Context: an optimization exercise on an open-source flow, tuned for small area, a short achievable clock period and few clock cycles per item. The choices shown serve that exercise and are no tape-out recipe. Only simulation tests tie the RTL to the original design; equivalence was not proved.

==> cedar: inputs <==
==> flow/design.v <==
package tcprto_pkg;
  localparam int PRIM_W   = 25;
  localparam int FALL_W   = 24;
  localparam int TICK_W   = 24;
  localparam int STATE_W  = 32;
  localparam int SHIFT_W  = 3;
  localparam int IN_DATA_W  = 56;
  localparam int OUT_DATA_W = 88;
  localparam int CFG_IDX_W  = 2;
  localparam int CFG_DATA_W = 24;
  typedef enum logic [CFG_IDX_W-1:0] {
    REG_ALPHA_SHIFT = 2'd0,
    REG_BETA_SHIFT  = 2'd1,
    REG_CLOCK_GRAN  = 2'd2,
    REG_RTO_LIMIT   = 2'd3
  } cfg_reg_t;
  localparam logic [SHIFT_W-1:0] ALPHA_SHIFT_RST = 3'd3;
  localparam logic [SHIFT_W-1:0] BETA_SHIFT_RST  = 3'd2;
  localparam logic [TICK_W-1:0]  CLOCK_GRAN_RST  = 24'd1;
  localparam logic [TICK_W-1:0]  RTO_LIMIT_RST   = 24'd60;
  localparam int STATE_INIT_TICKS = 3;
endpackage
module tcp_rto_estimator_core #(
  parameter int TIME_BITS = 24,
  parameter int FRAC_BITS = 8
) (
  input  logic                                   clk,
  input  logic                                   rst_n,
  input  logic                                   in_tvalid,
  output logic                                   in_tready,
  input  logic [tcprto_pkg::IN_DATA_W-1:0]       in_tdata,
  output logic                                   out_tvalid,
  input  logic                                   out_tready,
  output logic [tcprto_pkg::OUT_DATA_W-1:0]      out_tdata,
  input  logic                                   cfg_valid,
  output logic                                   cfg_ready,
  input  logic [tcprto_pkg::CFG_IDX_W-1:0]       cfg_index,
  input  logic [tcprto_pkg::CFG_DATA_W-1:0]      cfg_data
);
  localparam int TW = tcprto_pkg::TICK_W;
  localparam int SW = tcprto_pkg::STATE_W;
  localparam int MW = (TW + FRAC_BITS > SW) ? TW + FRAC_BITS : SW + 1;
  localparam int RW = ((TW + FRAC_BITS > SW + 2) ? TW + FRAC_BITS : SW + 2) + 2;
  localparam logic [32:0]   TIME_MAX   = (33'(1) << TIME_BITS) - 33'(1);
  localparam logic [MW-1:0] SAT_M      = MW'(33'h0_FFFF_FFFF);
  localparam logic [RW-1:0] ROUND_UP   = RW'((64'(1) << FRAC_BITS) - 64'(1));
  localparam logic [SW-1:0] STATE_INIT =
    SW'(tcprto_pkg::STATE_INIT_TICKS) << FRAC_BITS;
  function automatic logic [SW-1:0] ewma(input logic [SW-1:0] cur,
                                         input logic [SW-1:0] target,
                                         input logic [tcprto_pkg::SHIFT_W-1:0] sh);
    logic [SW-1:0] diff;
    begin
      if (target >= cur) begin
        diff = (target - cur) >> sh;
        ewma = cur + diff;
      end else begin
        diff = (cur - target) >> sh;
        ewma = cur - diff;
      end
    end
  endfunction
  logic [tcprto_pkg::SHIFT_W-1:0] alpha_r;
  logic [tcprto_pkg::SHIFT_W-1:0] beta_r;
  logic [TW-1:0]                  gran_r;
  logic [TW-1:0]                  limit_r;
  assign cfg_ready = 1'b1;
  always_ff @(posedge clk) begin
    if (!rst_n) begin
      alpha_r <= tcprto_pkg::ALPHA_SHIFT_RST;
      beta_r  <= tcprto_pkg::BETA_SHIFT_RST;
      gran_r  <= tcprto_pkg::CLOCK_GRAN_RST;
      limit_r <= tcprto_pkg::RTO_LIMIT_RST;
    end else if (cfg_valid && cfg_ready) begin
      unique case (cfg_index)
        tcprto_pkg::REG_ALPHA_SHIFT: alpha_r <= cfg_data[tcprto_pkg::SHIFT_W-1:0];
        tcprto_pkg::REG_BETA_SHIFT:  beta_r  <= cfg_data[tcprto_pkg::SHIFT_W-1:0];
        tcprto_pkg::REG_CLOCK_GRAN:  gran_r  <= cfg_data[TW-1:0];
        tcprto_pkg::REG_RTO_LIMIT:   limit_r <= cfg_data[TW-1:0];
        default: ;
      endcase
    end
  end
  logic in_v_r, mid_v_r, out_v_r;
  logic out_en, mid_en, in_en;
  assign out_en    = !out_v_r || out_tready;
  assign mid_en    = !mid_v_r || out_en;
  assign in_en     = !in_v_r  || mid_en;
  assign in_tready = in_en;
  always_ff @(posedge clk) begin
    if (!rst_n) begin
      in_v_r  <= 1'b0;
      mid_v_r <= 1'b0;
      out_v_r <= 1'b0;
    end else begin
      if (in_en)  in_v_r  <= in_tvalid;
      if (mid_en) mid_v_r <= in_v_r;
      if (out_en) out_v_r <= mid_v_r;
    end
  end
  logic [tcprto_pkg::PRIM_W-1:0] prim_r;
  logic [tcprto_pkg::FALL_W-1:0] fall_r;
  always_ff @(posedge clk) begin
    if (in_en && in_tvalid) begin
      prim_r <= in_tdata[tcprto_pkg::PRIM_W-1:0];
      fall_r <= in_tdata[tcprto_pkg::PRIM_W +: tcprto_pkg::FALL_W];
    end
  end
  logic [TW-1:0] ticks_sel;
  logic [TW-1:0] ticks_c;
  logic [MW-1:0] m_wide;
  logic [SW-1:0] m_c;
  logic [SW-1:0] srtt_nxt;
  logic [SW-1:0] dev_c;
  logic [SW-1:0] rttvar_nxt;
  logic [SW-1:0] srtt_r;
  logic [SW-1:0] rttvar_r;
  always_comb begin
    ticks_sel = prim_r[tcprto_pkg::PRIM_W-1] ? fall_r : prim_r[TW-1:0];
    ticks_c   = (33'(ticks_sel) > TIME_MAX) ? TIME_MAX[TW-1:0] : ticks_sel;
    m_wide    = MW'(ticks_c) << FRAC_BITS;
    m_c       = (m_wide > SAT_M) ? '1 : m_wide[SW-1:0];
    srtt_nxt  = ewma(srtt_r, m_c, alpha_r);
    dev_c      = (srtt_nxt >= m_c) ? srtt_nxt - m_c : m_c - srtt_nxt;
    rttvar_nxt = ewma(rttvar_r, dev_c, beta_r);
  end
  always_ff @(posedge clk) begin
    if (!rst_n) begin
      srtt_r   <= STATE_INIT;
      rttvar_r <= STATE_INIT;
    end else if (mid_en && in_v_r) begin
      srtt_r   <= srtt_nxt;
      rttvar_r <= rttvar_nxt;
    end
  end
  logic [RW-1:0] gran_fx;
  logic [RW-1:0] four_var;
  logic [RW-1:0] rto_sum;
  logic [RW-1:0] rto_ticks;
  logic [TW-1:0] rto_nxt;
  logic [TW-1:0] rto_r;
  logic [SW-1:0] srtt_out_r;
  logic [SW-1:0] rttvar_out_r;
  always_comb begin
    gran_fx   = RW'(gran_r) << FRAC_BITS;
    four_var  = RW'(rttvar_r) << 2;
    rto_sum   = RW'(srtt_r) + ((gran_fx > four_var) ? gran_fx : four_var);
    rto_ticks = (rto_sum + ROUND_UP) >> FRAC_BITS;
    rto_nxt   = (rto_ticks > RW'(limit_r)) ? limit_r : rto_ticks[TW-1:0];
  end
  always_ff @(posedge clk) begin
    if (out_en && mid_v_r) begin
      rto_r        <= rto_nxt;
      srtt_out_r   <= srtt_r;
      rttvar_out_r <= rttvar_r;
    end
  end
  assign out_tvalid = out_v_r;
  assign out_tdata  = {rttvar_out_r, srtt_out_r, rto_r};
endmodule
==> flow/run.sh <==
#!/bin/bash
# synth_recipe.tcl (not shown) runs the flow's synth.tcl, then flattens the netlist and writes it again
# the make line also repeats each setting of config.mk as NAME=value (left out here)
make -C /OpenROAD-flow-scripts/flow DESIGN_CONFIG=/design/flow/config.mk WORK_HOME=/design/flow/orfs CLKGATE_MAP_FILE= SYNTH_SCRIPT=/design/flow/synth_recipe.tcl finish
==> flow/config.mk <==
export PLATFORM = sky130hd
export DESIGN_NAME = tcp_rto_estimator_core
export DESIGN_NICKNAME = tcp_rto_estimator_core
export VERILOG_FILES = /design/flow/design.v
export SDC_FILE = /design/flow/constraint.sdc
export NUM_CORES = 4
export LEC_CHECK = 0
export CAP_MARGIN = 20
export CORE_MARGIN = 2
export CORE_UTILIZATION = 40
export SLEW_MARGIN = 20
==> flow/constraint.sdc <==
create_clock -name core_clock -period 16.0 [get_ports {clk}]
set_input_delay 3.2000 -clock core_clock [delete_from_list [all_inputs] [get_ports {clk}]]
set_output_delay 3.2000 -clock core_clock [all_outputs]
set_load 0.01 [all_outputs]
==> xenon (differences from cedar) <==
==> flow/design.v (replaced) <==
package tcprto_pkg;
  localparam int PRIM_W   = 25;
  localparam int FALL_W   = 24;
  localparam int TICK_W   = 24;
  localparam int STATE_W  = 32;
  localparam int SHIFT_W  = 3;
  localparam int IN_DATA_W  = 56;
  localparam int OUT_DATA_W = 88;
  localparam int CFG_IDX_W  = 2;
  localparam int CFG_DATA_W = 24;
  typedef enum logic [CFG_IDX_W-1:0] {
    REG_ALPHA_SHIFT = 2'd0,
    REG_BETA_SHIFT  = 2'd1,
    REG_CLOCK_GRAN  = 2'd2,
    REG_RTO_LIMIT   = 2'd3
  } cfg_reg_t;
  localparam logic [SHIFT_W-1:0] ALPHA_SHIFT_RST = 3'd3;
  localparam logic [SHIFT_W-1:0] BETA_SHIFT_RST  = 3'd2;
  localparam logic [TICK_W-1:0]  CLOCK_GRAN_RST  = 24'd1;
  localparam logic [TICK_W-1:0]  RTO_LIMIT_RST   = 24'd60;
  localparam int STATE_INIT_TICKS = 3;
endpackage
module tcp_rto_estimator_core #(
  parameter int TIME_BITS = 24,
  parameter int FRAC_BITS = 8
) (
  input  logic                                   clk,
  input  logic                                   rst_n,
  input  logic                                   in_tvalid,
  output logic                                   in_tready,
  input  logic [tcprto_pkg::IN_DATA_W-1:0]       in_tdata,
  output logic                                   out_tvalid,
  input  logic                                   out_tready,
  output logic [tcprto_pkg::OUT_DATA_W-1:0]      out_tdata,
  input  logic                                   cfg_valid,
  output logic                                   cfg_ready,
  input  logic [tcprto_pkg::CFG_IDX_W-1:0]       cfg_index,
  input  logic [tcprto_pkg::CFG_DATA_W-1:0]      cfg_data
);
  localparam int TW = tcprto_pkg::TICK_W;
  localparam int SW = tcprto_pkg::STATE_W;
  localparam logic [SW-1:0] STATE_INIT =
    SW'(tcprto_pkg::STATE_INIT_TICKS) << FRAC_BITS;
  logic [tcprto_pkg::SHIFT_W-1:0] alpha_r;
  logic [tcprto_pkg::SHIFT_W-1:0] beta_r;
  logic [TW-1:0]                  gran_r;
  logic [TW-1:0]                  limit_r;
  assign cfg_ready = 1'b1;
  always_ff @(posedge clk) begin
    if (!rst_n) begin
      alpha_r <= tcprto_pkg::ALPHA_SHIFT_RST;
      beta_r  <= tcprto_pkg::BETA_SHIFT_RST;
      gran_r  <= tcprto_pkg::CLOCK_GRAN_RST;
      limit_r <= tcprto_pkg::RTO_LIMIT_RST;
    end else if (cfg_valid) begin
      case (cfg_index)
        tcprto_pkg::REG_ALPHA_SHIFT: alpha_r <= cfg_data[tcprto_pkg::SHIFT_W-1:0];
        tcprto_pkg::REG_BETA_SHIFT:  beta_r  <= cfg_data[tcprto_pkg::SHIFT_W-1:0];
        tcprto_pkg::REG_CLOCK_GRAN:  gran_r  <= cfg_data[TW-1:0];
        default:                     limit_r <= cfg_data[TW-1:0];
      endcase
    end
  end
  logic v0_r, v1_r, v2_r, v3_r, skid_v_r, rdy_r;
  logic adv, in_fire;
  assign adv       = !v3_r || out_tready;
  assign in_fire   = in_tvalid && rdy_r;
  assign in_tready = rdy_r;
  always_ff @(posedge clk) begin
    if (!rst_n) begin
      v0_r     <= 1'b0;
      v1_r     <= 1'b0;
      v2_r     <= 1'b0;
      v3_r     <= 1'b0;
      skid_v_r <= 1'b0;
      rdy_r    <= 1'b1;
    end else if (adv) begin
      v0_r     <= skid_v_r || in_fire;
      v1_r     <= v0_r;
      v2_r     <= v1_r;
      v3_r     <= v2_r;
      skid_v_r <= 1'b0;
      rdy_r    <= 1'b1;
    end else if (in_fire) begin
      skid_v_r <= 1'b1;
      rdy_r    <= 1'b0;
    end
  end
  logic [TW-1:0] ticks_in;
  logic [TW-1:0] t0_r;
  logic [TW-1:0] skid_r;
  assign ticks_in = in_tdata[tcprto_pkg::PRIM_W-1] ?
                    in_tdata[tcprto_pkg::PRIM_W +: tcprto_pkg::FALL_W] :
                    in_tdata[TW-1:0];
  always_ff @(posedge clk) begin
    if (adv) t0_r <= skid_v_r ? skid_r : ticks_in;
    if (!skid_v_r) skid_r <= ticks_in;
  end
  logic [SW-1:0] srtt_r;
  logic [SW-1:0] dev_r;
  logic [SW-1:0] m1, ms1, xs1, xlow_mask;
  logic          ge1, c1;
  logic [SW-1:0] s1_s, s1_c, s1_cc, srtt_nxt;
  logic [SW-1:0] u1, u2, u3, d_s, d_c, dev_nxt;
  always_comb begin
    m1        = {t0_r, 8'd0};
    ms1       = m1 >> alpha_r;
    xs1       = srtt_r >> alpha_r;
    xlow_mask = ~({SW{1'b1}} << alpha_r);
    ge1       = m1 >= srtt_r;
    c1        = ge1 && ((srtt_r & xlow_mask) != '0);
    s1_s      = srtt_r ^ ~xs1 ^ ms1;
    s1_c      = (srtt_r & ~xs1) | (srtt_r & ms1) | (~xs1 & ms1);
    s1_cc     = {s1_c[SW-2:0], ~c1};
    srtt_nxt  = s1_s + s1_cc;
    u1        = s1_s  ^ {SW{ge1}};
    u2        = s1_cc ^ {SW{ge1}};
    u3        = m1    ^ {SW{!ge1}};
    d_s       = u1 ^ u2 ^ u3;
    d_c       = (u1 & u2) | (u1 & u3) | (u2 & u3);
    dev_nxt   = d_s + {d_c[SW-2:0], 1'b1} + SW'(ge1);
  end
  always_ff @(posedge clk) begin
    if (!rst_n) begin
      srtt_r <= STATE_INIT;
    end else if (adv && v0_r) begin
      srtt_r <= srtt_nxt;
    end
  end
  always_ff @(posedge clk) begin
    if (adv && v0_r) dev_r <= dev_nxt;
  end
  logic [SW-1:0] rttvar_r;
  logic [SW-1:0] srtt2_r;
  logic [SW-1:0] vs2, ds2, low_mask2, dl2, vl2;
  logic          ge2, lt2, gt2;
  logic [SW-1:0] s2_s, s2_c, rttvar_nxt;
  always_comb begin
    vs2        = rttvar_r >> beta_r;
    ds2        = dev_r >> beta_r;
    low_mask2  = ~({SW{1'b1}} << beta_r);
    dl2        = dev_r & low_mask2;
    vl2        = rttvar_r & low_mask2;
    ge2        = dev_r >= rttvar_r;
    lt2        = dl2[6:0] < vl2[6:0];
    gt2        = dl2[6:0] > vl2[6:0];
    s2_s       = rttvar_r ^ ~vs2 ^ ds2;
    s2_c       = (rttvar_r & ~vs2) | (rttvar_r & ds2) | (~vs2 & ds2);
    rttvar_nxt = s2_s + {s2_c[SW-2:0], !(ge2 && lt2)} + SW'(!ge2 && gt2);
  end
  always_ff @(posedge clk) begin
    if (!rst_n) begin
      rttvar_r <= STATE_INIT;
    end else if (adv && v1_r) begin
      rttvar_r <= rttvar_nxt;
    end
  end
  always_ff @(posedge clk) begin
    if (adv && v1_r) srtt2_r <= srtt_r;
  end
  logic          sel_g;
  logic [26:0]   rto_a;
  logic [26:0]   rto_b;
  logic [26:0]   rto_sel;
  logic [TW-1:0] rto_nxt;
  logic [TW-1:0] rto_r;
  logic [SW-1:0] srtt_out_r;
  logic [SW-1:0] rttvar_out_r;
  always_comb begin
    sel_g   = 26'(gran_r) > rttvar_r[SW-1:6];
    rto_a   = 27'((35'(srtt2_r) + {1'b0, rttvar_r, 2'b00} + 35'd255) >> 8);
    rto_b   = 27'(srtt2_r[SW-1:8]) + 27'(gran_r) + 27'(srtt2_r[7:0] != 8'd0);
    rto_sel = sel_g ? rto_b : rto_a;
    rto_nxt = (rto_sel > 27'(limit_r)) ? limit_r : rto_sel[TW-1:0];
  end
  always_ff @(posedge clk) begin
    if (adv && v2_r) begin
      rto_r        <= rto_nxt;
      srtt_out_r   <= srtt2_r;
      rttvar_out_r <= rttvar_r;
    end
  end
  assign out_tvalid = v3_r;
  assign out_tdata  = {rttvar_out_r, srtt_out_r, rto_r};
endmodule
==> comparison <==
Clock skew: cedar is lower than xenon (0.0021 ns).
Of xenon and cedar, cedar has the higher core utilization (gap 1.9 points).
Of xenon and cedar, cedar has the higher die area (gap 13%, measured against cedar).
Between cedar and xenon, the lower area after synthesis is in xenon (gap 15%, measured against xenon).
Against cedar, the worst hold slack of xenon is lower by 0.011 ns.
Of xenon and cedar, xenon has the higher worst setup slack (gap 8.6 ns).
Synthesized cell count: cedar is larger than xenon (31%).
Of cedar and xenon, cedar has the higher cell count (gap 30%, measured against xenon).
==> figures <==
|  | cedar | xenon |
|---|---|---|
| Endpoint of the worst hold-timing path | limit_r[23] | limit_r[1] |
| Routed length on met1 | 51.74 mm | 36.50 mm |
| Share of the synthesized area in compound gates (AO/OA/AOI/OAI) | 0.2628 | 0.1800 |
| Cells after Synth | 4070 | 3111 |
| Final design utilization | 0.4795 | 0.4608 |
| Multi-input comb cells | 3347 | 2406 |
| Synthesized-area fraction occupied by adder cells | 0.1372 | 0.1800 |
| Tap cell count | 1050 | 931 |
| Outcome | no timing/DRC/antenna violations | no timing/DRC/antenna violations |
| Die height | 286.3 um | 267.6 um |
| Multi-input logic portion of the cell area | 0.6341 | 0.5708 |
| Multi-input logic area | 24020 um^2 | 18070 um^2 |
| Post-Route Skew | 0.03519 ns | 0.03733 ns |
| Hold path startpoint | limit_r[23] | limit_r[1] |
| Sequential standard cell area | 6544 um^2 | 8259 um^2 |
| Layout Area Growth over Synthesis | 18.80% | 13.94% |
| Fraction of layout cells with a size suffix above 1 | 0.1346 | 0.06530 |
Testbench counts of cedar, summed over its fixed seeds: cycles 24,024, items 24,000.
Testbench counts of xenon, summed over its fixed seeds: cycles 24,032, items 24,000.

what the ideal ports hide:
Ports are ideal in the flow. The routed layouts listed here were re-timed in OpenROAD.
Step 1 assumes that a clkbuf_16 drives the clock port and a buf_2 every other input.
Step 2 moves the port delays by t, midway between the first and last clock arrival at a register: inputs arrive t later, outputs are due t later. That takes back most of the time a late clock gives input paths.
Three values: ideal, step 1, step 2; two values: the first two.
| run | shift t [ns] | slack for setup (ns) | latest minus earliest clock arrival (ns) | worst register clock-pin slew, ns |
|---|---|---|---|---|
| cedar | 0.621 | 0.854 / 0.854 / 0.854 | 0.035 / 0.035 | 0.06 / 0.06 |
| xenon | 0.624 | 9.439 / 9.439 / 9.439 | 0.037 / 0.038 | 0.07 / 0.07 |
After both steps every run listed still meets setup and hold.
